Context: an optimization exercise on an open-source flow, tuned for small area. The choices shown serve that exercise and are no tape-out recipe.
Only simulation tests tie the RTL to the original design; equivalence was not proved.
No activity file was given, so power comes from the tool's default toggle rates.

==> job 625: inputs <==
==> flow/design.v <==
module apb_slave_regfile
#(
  parameter int          DEPTH    = 24,
  parameter logic [31:0] ID_VALUE = 32'hA9B0_0001
) (
  input  logic        clk,
  input  logic        rst,
  input  logic        clr,
  input  logic        set,
  input  logic        rd,
  input  logic [4:0]  addr,
  input  logic [31:0] wdata_n,    
  output logic [31:0] rdata
);
  if (DEPTH != 24) begin : g_bad_param
    $error("apb_slave_regfile: the read tree is built for DEPTH = 24");
  end
  localparam int NGRP = DEPTH / 3;
  logic [31:0]      mem_q [0:DEPTH-1];
  logic             clr_all_q;
  always_ff @(posedge clk or posedge rst) begin
    if (rst) clr_all_q <= 1'b1;
    else     clr_all_q <= 1'b0;
  end
  logic [1:0] clr_n [1:DEPTH-1];
  logic [1:0] set_n [1:DEPTH-1];
  logic [1:0] rsel2 [0:DEPTH-1];
  for (genvar i = 1; i < DEPTH; i++) begin : g_word
    logic hit;
    assign hit = (addr == 5'(i)) || clr_all_q;
    for (genvar h = 0; h < 2; h++) begin : g_half
      apb_slave_row_drv u_drv (
        .hit  (hit),
        .clr  (clr || clr_all_q),
        .set  (set),
        .rd   (rd),
        .clr_n(clr_n[i][h]),
        .set_n(set_n[i][h]),
        .rsel (rsel2[i][h])
      );
      always_ff @(posedge clk) begin
        mem_q[i][16*h+15:16*h] <= (mem_q[i][16*h+15:16*h] & {16{clr_n[i][h]}})
                                | ~(wdata_n[16*h+15:16*h] | {16{set_n[i][h]}});
      end
    end
  end
  assign rsel2[0] = {2{rd && addr == 5'd0}};
  for (genvar b = 0; b < 32; b++) begin : g_id
    assign mem_q[0][b] = ID_VALUE[b] ? rsel2[0][b/16] : 1'b0;
  end
  logic [31:0] grp_n [NGRP];
  for (genvar g = 0; g < NGRP; g++) begin : g_grp
    for (genvar b = 0; b < 32; b++) begin : g_bit
      if (g == 0 && !ID_VALUE[b]) begin : g_id0
        apb_slave_rd_aoi2 u_aoi (
          .s  ({rsel2[2][b/16], rsel2[1][b/16]}),
          .d  ({mem_q[2][b], mem_q[1][b]}),
          .y_n(grp_n[g][b])
        );
      end else begin : g_w
        apb_slave_rd_aoi u_aoi (
          .s  ({rsel2[3*g+2][b/16], rsel2[3*g+1][b/16], rsel2[3*g][b/16]}),
          .d  ({mem_q[3*g+2][b], mem_q[3*g+1][b], mem_q[3*g][b]}),
          .y_n(grp_n[g][b])
        );
      end
    end
  end
  always_comb begin
    rdata = '1;
    for (int g = 0; g < NGRP; g++) rdata = rdata & grp_n[g];
    rdata = ~rdata;
  end
endmodule
module apb_slave_rd_aoi
(
  input  logic [2:0] s,
  input  logic [2:0] d,
  output logic       y_n
);
  assign y_n = ~|(s & d);
endmodule
module apb_slave_rd_aoi2
(
  input  logic [1:0] s,
  input  logic [1:0] d,
  output logic       y_n
);
  assign y_n = ~|(s & d);
endmodule
module apb_slave_row_drv
(
  input  logic hit,
  input  logic clr,
  input  logic set,
  input  logic rd,
  output logic clr_n,
  output logic set_n,
  output logic rsel
);
  assign clr_n = !(clr && hit);
  assign set_n = !(set && hit);
  assign rsel  = rd && hit;
endmodule
module apb_slave
#(
  parameter int          DEPTH       = 24,
  parameter int          WAIT_CYCLES = 2,
  parameter logic [31:0] ID_VALUE    = 32'hA9B0_0001
) (
  input  logic        PCLK,
  input  logic        PRESET,
  input  logic        PSELx,
  input  logic        PENABLE,
  input  logic        PWRITE,
  input  logic [4:0]  PADDR,
  input  logic [31:0] PWDATA,
  output logic        PREADY,
  output logic [31:0] PRDATA,
  output logic        PSLVERR
);
  if (DEPTH < 2 || DEPTH > 32 || WAIT_CYCLES != 2) begin : g_bad_param
    $error("apb_slave: built for DEPTH 2..32 and WAIT_CYCLES = 2");
  end
  localparam logic [1:0] P_IDLE = 2'd0;
  localparam logic [1:0] P_W2   = 2'd1;
  localparam logic [1:0] P_W1   = 2'd2;
  localparam logic [1:0] P_W0   = 2'd3;
  logic [1:0]  phase_q, phase_d;
  logic [4:0]  addr_q;
  logic        write_q;
  logic [31:0] wdata_n_q;    
  logic        setup, ready, err, we, wpend_q;
  logic [31:0] rf_rdata;
  assign setup = PSELx && !PENABLE;
  assign ready = (phase_q == P_W0) && PSELx && PENABLE;
  always_comb begin
    if (setup)                 phase_d = P_W2;
    else if (!PSELx || !PENABLE) phase_d = P_IDLE;
    else begin
      case (phase_q)
        P_W2:    phase_d = P_W1;
        P_W1:    phase_d = P_W0;
        default: phase_d = P_IDLE;
      endcase
    end
  end
  always_ff @(posedge PCLK or posedge PRESET) begin
    if (PRESET) phase_q <= P_IDLE;
    else        phase_q <= phase_d;
  end
  always_ff @(posedge PCLK) begin
    addr_q  <= (addr_q  & {5{PENABLE}})  | (PADDR  & {5{setup}});
    write_q <= (write_q & PENABLE)       | (PWRITE & setup);
    wdata_n_q <= (wdata_n_q & {32{PENABLE}}) | (~PWDATA & {32{setup}});
  end
  assign err = (int'(addr_q) >= DEPTH) || (write_q && addr_q == 5'd0);
  assign we  = ready && write_q && !err;
  always_ff @(posedge PCLK or posedge PRESET) begin
    if (PRESET) wpend_q <= 1'b0;
    else        wpend_q <= we;
  end
  apb_slave_regfile #(.DEPTH(DEPTH), .ID_VALUE(ID_VALUE)) u_regfile (
    .clk   (PCLK),
    .rst   (PRESET),
    .clr   (we),
    .set   (wpend_q),
    .rd    (!write_q),
    .addr  (addr_q),
    .wdata_n(wdata_n_q),
    .rdata (rf_rdata)
  );
  assign PREADY  = ready;
  assign PSLVERR = err;
  assign PRDATA  = rf_rdata;
endmodule
==> flow/flow/run.sh <==
#!/bin/bash
# Layout flow: the standard ORFS flow (standard.sh, which runs the
# standard synthesis unchanged), with two settings changed:
#  - the port buffers are buf_1 cells instead of the larger cell the resizer
#    picks on its own (every port still gets its buffer);
#  - clock tree synthesis uses clkbuf_8 cells in clusters of at most 17
#    flip-flops and inserts no dummy loads.
# The make output goes to flow_make.log here; ORFS keeps each step's log
# under orfs/logs/.
set -euo pipefail
export BUFFER_PORTS_ARGS="-buffer_cell sky130_fd_sc_hd__buf_1"
export CTS_ARGS="-sink_clustering_enable -repair_clock_nets -buf_list sky130_fd_sc_hd__clkbuf_8 -sink_clustering_size 17 -sink_clustering_max_diameter 60 -dont_use_dummy_load"
bash standard.sh > flow_make.log 2>&1
==> flow/standard.sh <==
#!/bin/bash
# synth_recipe.tcl (not shown) runs the flow's synth.tcl, then flattens the netlist and writes it again
# the make line also repeats each setting of config.mk as NAME=value (left out here)
make -C /OpenROAD-flow-scripts/flow DESIGN_CONFIG=/design/flow/config.mk WORK_HOME=/design/flow/orfs CLKGATE_MAP_FILE= SYNTH_SCRIPT=/design/flow/synth_recipe.tcl "${@:-finish}"
==> flow/config.mk <==
export PLATFORM = sky130hd
export DESIGN_NAME = apb_slave
export DESIGN_NICKNAME = apb_slave
export VERILOG_FILES = /design/flow/design.v
export SDC_FILE = /design/flow/constraint.sdc
export NUM_CORES = 4
export LEC_CHECK = 0
export CAP_MARGIN = 20
export CORE_MARGIN = 2
export CORE_UTILIZATION = 75
export CTS_BUF_LIST = sky130_fd_sc_hd__clkbuf_8
export CTS_CLUSTER_DIAMETER = 60
export CTS_CLUSTER_SIZE = 15
export SLEW_MARGIN = 20
export SYNTH_HIERARCHICAL = 1
==> flow/constraint.sdc <==
create_clock -name core_clock -period 7.0 [get_ports {PCLK}]
set_input_delay 1.4000 -clock core_clock [delete_from_list [all_inputs] [get_ports {PCLK}]]
set_output_delay 1.4000 -clock core_clock [all_outputs]
set_load 0.01 [all_outputs]
==> job 9794: changes against job 625 <==
==> flow/design.v, changed modules only <==
module apb_slave_regfile
#(
  parameter int          DEPTH    = 24,
  parameter logic [31:0] ID_VALUE = 32'hA9B0_0001
) (
  input  logic        clk,
  input  logic        rst,
  input  logic        clr,
  input  logic        set,
  input  logic        rd,
  input  logic [4:0]  addr,
  input  logic [31:0] wdata,
  output logic [31:0] rdata
);
  if (DEPTH != 24) begin : g_bad_param
    $error("apb_slave_regfile: the read tree is built for DEPTH = 24");
  end
  localparam int NGRP = DEPTH / 3;
  logic [31:0]      mem_q [0:DEPTH-1];
  logic [DEPTH-1:1] valid_q;
  logic [1:0] clr_n [1:DEPTH-1];
  logic [1:0] set_w [1:DEPTH-1];
  logic [1:0] rsel2 [0:DEPTH-1];
  for (genvar i = 1; i < DEPTH; i++) begin : g_word
    logic hit;
    assign hit = (addr == 5'(i));
    for (genvar h = 0; h < 2; h++) begin : g_half
      apb_slave_row_drv u_drv (
        .hit  (hit),
        .clr  (clr),
        .set  (set),
        .rd   (rd),
        .valid(valid_q[i]),
        .clr_n(clr_n[i][h]),
        .set_w(set_w[i][h]),
        .rsel (rsel2[i][h])
      );
      always_ff @(posedge clk) begin
        mem_q[i][16*h+15:16*h] <= (mem_q[i][16*h+15:16*h] & {16{clr_n[i][h]}})
                                | (wdata[16*h+15:16*h] & {16{set_w[i][h]}});
      end
    end
    always_ff @(posedge clk or posedge rst) begin
      if (rst)                 valid_q[i] <= 1'b0;
      else if (!clr_n[i][0])   valid_q[i] <= 1'b1;
    end
  end
  assign rsel2[0] = {2{rd && addr == 5'd0}};
  for (genvar b = 0; b < 32; b++) begin : g_id
    assign mem_q[0][b] = ID_VALUE[b] ? rsel2[0][b/16] : 1'b0;
  end
  logic [31:0] grp_n [NGRP];
  for (genvar g = 0; g < NGRP; g++) begin : g_grp
    for (genvar b = 0; b < 32; b++) begin : g_bit
      apb_slave_rd_aoi u_aoi (
        .s  ({rsel2[3*g+2][b/16], rsel2[3*g+1][b/16], rsel2[3*g][b/16]}),
        .d  ({mem_q[3*g+2][b], mem_q[3*g+1][b], mem_q[3*g][b]}),
        .y_n(grp_n[g][b])
      );
    end
  end
  always_comb begin
    rdata = '1;
    for (int g = 0; g < NGRP; g++) rdata = rdata & grp_n[g];
    rdata = ~rdata;
  end
endmodule
module apb_slave_row_drv
(
  input  logic hit,
  input  logic clr,
  input  logic set,
  input  logic rd,
  input  logic valid,
  output logic clr_n,
  output logic set_w,
  output logic rsel
);
  assign clr_n = !(clr && hit);
  assign set_w = set && hit;
  assign rsel  = rd && valid && hit;
endmodule
module apb_slave
#(
  parameter int          DEPTH       = 24,
  parameter int          WAIT_CYCLES = 2,
  parameter logic [31:0] ID_VALUE    = 32'hA9B0_0001
) (
  input  logic        PCLK,
  input  logic        PRESET,
  input  logic        PSELx,
  input  logic        PENABLE,
  input  logic        PWRITE,
  input  logic [4:0]  PADDR,
  input  logic [31:0] PWDATA,
  output logic        PREADY,
  output logic [31:0] PRDATA,
  output logic        PSLVERR
);
  if (DEPTH < 2 || DEPTH > 32 || WAIT_CYCLES != 2) begin : g_bad_param
    $error("apb_slave: built for DEPTH 2..32 and WAIT_CYCLES = 2");
  end
  localparam logic [1:0] P_IDLE = 2'd0;
  localparam logic [1:0] P_W2   = 2'd1;
  localparam logic [1:0] P_W1   = 2'd2;
  localparam logic [1:0] P_W0   = 2'd3;
  logic [1:0]  phase_q, phase_d;
  logic [4:0]  addr_q;
  logic        write_q;
  logic [31:0] wdata_q;
  logic        setup, ready, err, we, wpend_q;
  logic [31:0] rf_rdata;
  assign setup = PSELx && !PENABLE;
  assign ready = (phase_q == P_W0) && PSELx && PENABLE;
  always_comb begin
    if (setup)                 phase_d = P_W2;
    else if (!PSELx || !PENABLE) phase_d = P_IDLE;
    else begin
      case (phase_q)
        P_W2:    phase_d = P_W1;
        P_W1:    phase_d = P_W0;
        default: phase_d = P_IDLE;
      endcase
    end
  end
  always_ff @(posedge PCLK or posedge PRESET) begin
    if (PRESET) phase_q <= P_IDLE;
    else        phase_q <= phase_d;
  end
  always_ff @(posedge PCLK) begin
    if (setup) begin
      addr_q  <= PADDR;
      write_q <= PWRITE;
      wdata_q <= PWDATA;
    end
  end
  assign err = (int'(addr_q) >= DEPTH) || (write_q && addr_q == 5'd0);
  assign we  = ready && write_q && !err;
  always_ff @(posedge PCLK or posedge PRESET) begin
    if (PRESET) wpend_q <= 1'b0;
    else        wpend_q <= we;
  end
  apb_slave_regfile #(.DEPTH(DEPTH), .ID_VALUE(ID_VALUE)) u_regfile (
    .clk   (PCLK),
    .rst   (PRESET),
    .clr   (we),
    .set   (wpend_q),
    .rd    (!write_q),
    .addr  (addr_q),
    .wdata (wdata_q),
    .rdata (rf_rdata)
  );
  assign PREADY  = ready;
  assign PSLVERR = err;
  assign PRDATA  = rf_rdata;
endmodule
// module apb_slave_rd_aoi2 removed
==> job 161: changes against job 625 <==
==> flow/design.v, changed modules only <==
module apb_slave_regfile
#(
  parameter int          DEPTH    = 24,
  parameter logic [31:0] ID_VALUE = 32'hA9B0_0001
) (
  input  logic        clk,
  input  logic        rst,
  input  logic        clr,
  input  logic        set,
  input  logic        rd,
  input  logic [4:0]  addr,
  input  logic [31:0] wdata,
  output logic [31:0] rdata
);
  logic [31:0]      mem_q [1:DEPTH-1];
  logic [DEPTH-1:1] valid_q;
  logic [DEPTH-1:0] rsel_q;
  for (genvar i = 1; i < DEPTH; i++) begin : g_word
    logic hit;
    assign hit = (addr == 5'(i));
    always_ff @(posedge clk) begin
      mem_q[i] <= (mem_q[i] & {32{!(clr && hit)}}) | (wdata & {32{set && hit}});
    end
    always_ff @(posedge clk or posedge rst) begin
      if (rst)              valid_q[i] <= 1'b0;
      else if (clr && hit)  valid_q[i] <= 1'b1;
    end
    always_ff @(posedge clk) begin
      rsel_q[i] <= rd && hit && valid_q[i];
    end
  end
  always_ff @(posedge clk) begin
    rsel_q[0] <= rd && addr == 5'd0;
  end
  always_comb begin
    rdata = rsel_q[0] ? ID_VALUE : 32'd0;
    for (int i = 1; i < DEPTH; i++) begin
      if (rsel_q[i]) rdata = rdata | mem_q[i];
    end
  end
endmodule
module apb_slave
#(
  parameter int          DEPTH       = 24,
  parameter int          WAIT_CYCLES = 2,
  parameter logic [31:0] ID_VALUE    = 32'hA9B0_0001
) (
  input  logic        PCLK,
  input  logic        PRESET,
  input  logic        PSELx,
  input  logic        PENABLE,
  input  logic        PWRITE,
  input  logic [4:0]  PADDR,
  input  logic [31:0] PWDATA,
  output logic        PREADY,
  output logic [31:0] PRDATA,
  output logic        PSLVERR
);
  if (DEPTH < 2 || DEPTH > 32 || WAIT_CYCLES != 2) begin : g_bad_param
    $error("apb_slave: built for DEPTH 2..32 and WAIT_CYCLES = 2");
  end
  localparam logic [1:0] P_IDLE = 2'd0;
  localparam logic [1:0] P_W2   = 2'd1;
  localparam logic [1:0] P_W1   = 2'd2;
  localparam logic [1:0] P_W0   = 2'd3;
  logic [1:0]  phase_q, phase_d;
  logic [4:0]  addr_q;
  logic        write_q;
  logic [31:0] wdata_q;
  logic        setup, ready, err, we, wpend_q;
  logic [31:0] rf_rdata;
  assign setup = PSELx && !PENABLE;
  assign ready = (phase_q == P_W0) && PSELx && PENABLE;
  always_comb begin
    if (setup)                 phase_d = P_W2;
    else if (!PSELx || !PENABLE) phase_d = P_IDLE;
    else begin
      case (phase_q)
        P_W2:    phase_d = P_W1;
        P_W1:    phase_d = P_W0;
        default: phase_d = P_IDLE;
      endcase
    end
  end
  always_ff @(posedge PCLK or posedge PRESET) begin
    if (PRESET) phase_q <= P_IDLE;
    else        phase_q <= phase_d;
  end
  always_ff @(posedge PCLK) begin
    if (setup) begin
      addr_q  <= PADDR;
      write_q <= PWRITE;
      wdata_q <= PWDATA;
    end
  end
  assign err = (int'(addr_q) >= DEPTH) || (write_q && addr_q == 5'd0);
  assign we  = ready && write_q && !err;
  always_ff @(posedge PCLK or posedge PRESET) begin
    if (PRESET) wpend_q <= 1'b0;
    else        wpend_q <= we;
  end
  apb_slave_regfile #(.DEPTH(DEPTH), .ID_VALUE(ID_VALUE)) u_regfile (
    .clk   (PCLK),
    .rst   (PRESET),
    .clr   (we),
    .set   (wpend_q),
    .rd    (!write_q),
    .addr  (addr_q),
    .wdata (wdata_q),
    .rdata (rf_rdata)
  );
  assign PREADY  = ready;
  assign PSLVERR = err;
  assign PRDATA  = rf_rdata;
endmodule
// module apb_slave_rd_aoi removed
// module apb_slave_rd_aoi2 removed
// module apb_slave_row_drv removed
==> flow/run.sh (new file) <==
#!/bin/bash
# synth_recipe.tcl (not shown) runs the flow's synth.tcl, then flattens the netlist and writes it again
# the make line also repeats each setting of config.mk as NAME=value (left out here)
make -C /OpenROAD-flow-scripts/flow DESIGN_CONFIG=/design/flow/config.mk WORK_HOME=/design/flow/orfs CLKGATE_MAP_FILE= SYNTH_SCRIPT=/design/flow/synth_recipe.tcl finish
- CORE_UTILIZATION: 75 -> 40
- CTS_BUF_LIST: sky130_fd_sc_hd__clkbuf_8 -> unset
- CTS_CLUSTER_DIAMETER: 60 -> unset
- CTS_CLUSTER_SIZE: 15 -> unset
- SYNTH_HIERARCHICAL: 1 -> unset
removed: flow/flow/run.sh
removed: flow/standard.sh
==> summary of the runs <==
Hold slack, lowest first: job 161, job 625, job 9794. Clock power, highest first: job 161, job 9794, job 625. Setup slack: job 9794 < job 625 < job 161. The lowest final area belongs to job 625, the highest to job 161. Against job 9794, the flip-flop and latch count of job 161 is higher by 24. The highest final cell count belongs to job 161, the lowest to job 9794. The lowest area after synthesis belongs to job 625, the highest to job 161.
==> figures <==
Result of the run: job 625 timing/DRC/antenna clean; job 9794 timing/DRC/antenna clean; job 161 timing/DRC/antenna clean
Source-to-sink clock delay at the later pin of the worst-skew pair: job 625 0.69 ns; job 9794 0.69 ns; job 161 0.64 ns
Number of sequential storage elements: job 625 778; job 9794 800; job 161 824
Final instance count without filler cells: job 625 3464; job 9794 2769; job 161 3533
Slowest stage cell on the critical path: job 625 a222oi_1; job 9794 nor3_1; job 161 dfxtp_2
Die Y-Extent: job 625 196 µm; job 9794 199 µm; job 161 275 µm
Non-clock buffer area fraction after layout: job 625 1.08%; job 9794 1.19%; job 161 3.56%
Maximum number of pins on one net before global-route repair: job 625 49; job 9794 47; job 161 79
Number of tap instances: job 625 468; job 9794 511; job 161 959
Weighted congestion reported at the end of routability-driven placement: job 625 0.927; job 9794 0.897; job 161 0.844
Net switching share of the total power: job 625 25.6%; job 9794 22.2%; job 161 22.3%
Vias in the first global route: job 625 22200; job 9794 20600; job 161 25100
Hold path startpoint: job 625 u_regfile.mem_q[17][26]; job 9794 u_regfile.mem_q[8][25]; job 161 u_regfile.valid_q[2]
Synthesized instance count: job 625 3080; job 9794 2353; job 161 2541
Internal power contribution: job 625 5.18 mW; job 9794 5.33 mW; job 161 7.55 mW

-- static timing again, ports no longer ideal --
The results above use ideal ports. As a check the final layouts listed here were re-extracted and re-timed, cells and wires unchanged. Step 1 sets driving cells, clkbuf_16 on the clock port and buf_2 on the other inputs (assumed; they add their load-dependent delay and slew). Step 2 moves the port delays by t, midway between the first and last clock arrival at a register: inputs arrive t later, outputs are due t later. That takes back most of the time a late clock gives input paths. Slacks: no drivers / after step 1 / after step 2; pairs: no drivers / after step 1.
| run | shift t [ns] | slack for setup (ns) | hold WS [ns] | worst slew at a driven data input, ns |
|---|---|---|---|---|
| job 625 | 0.726 | 1.709 / 1.656 / 2.382 | 0.468 / 0.468 / 0.468 | 0.04 |
| job 9794 | 0.725 | 1.655 / 1.601 / 2.326 | 0.477 / 0.477 / 0.477 | 0.06 |
| job 161 | 0.697 | 2.249 / 2.190 / 2.665 | 0.454 / 0.454 / 0.454 | 0.04 |
After both steps every run listed still meets setup and hold.
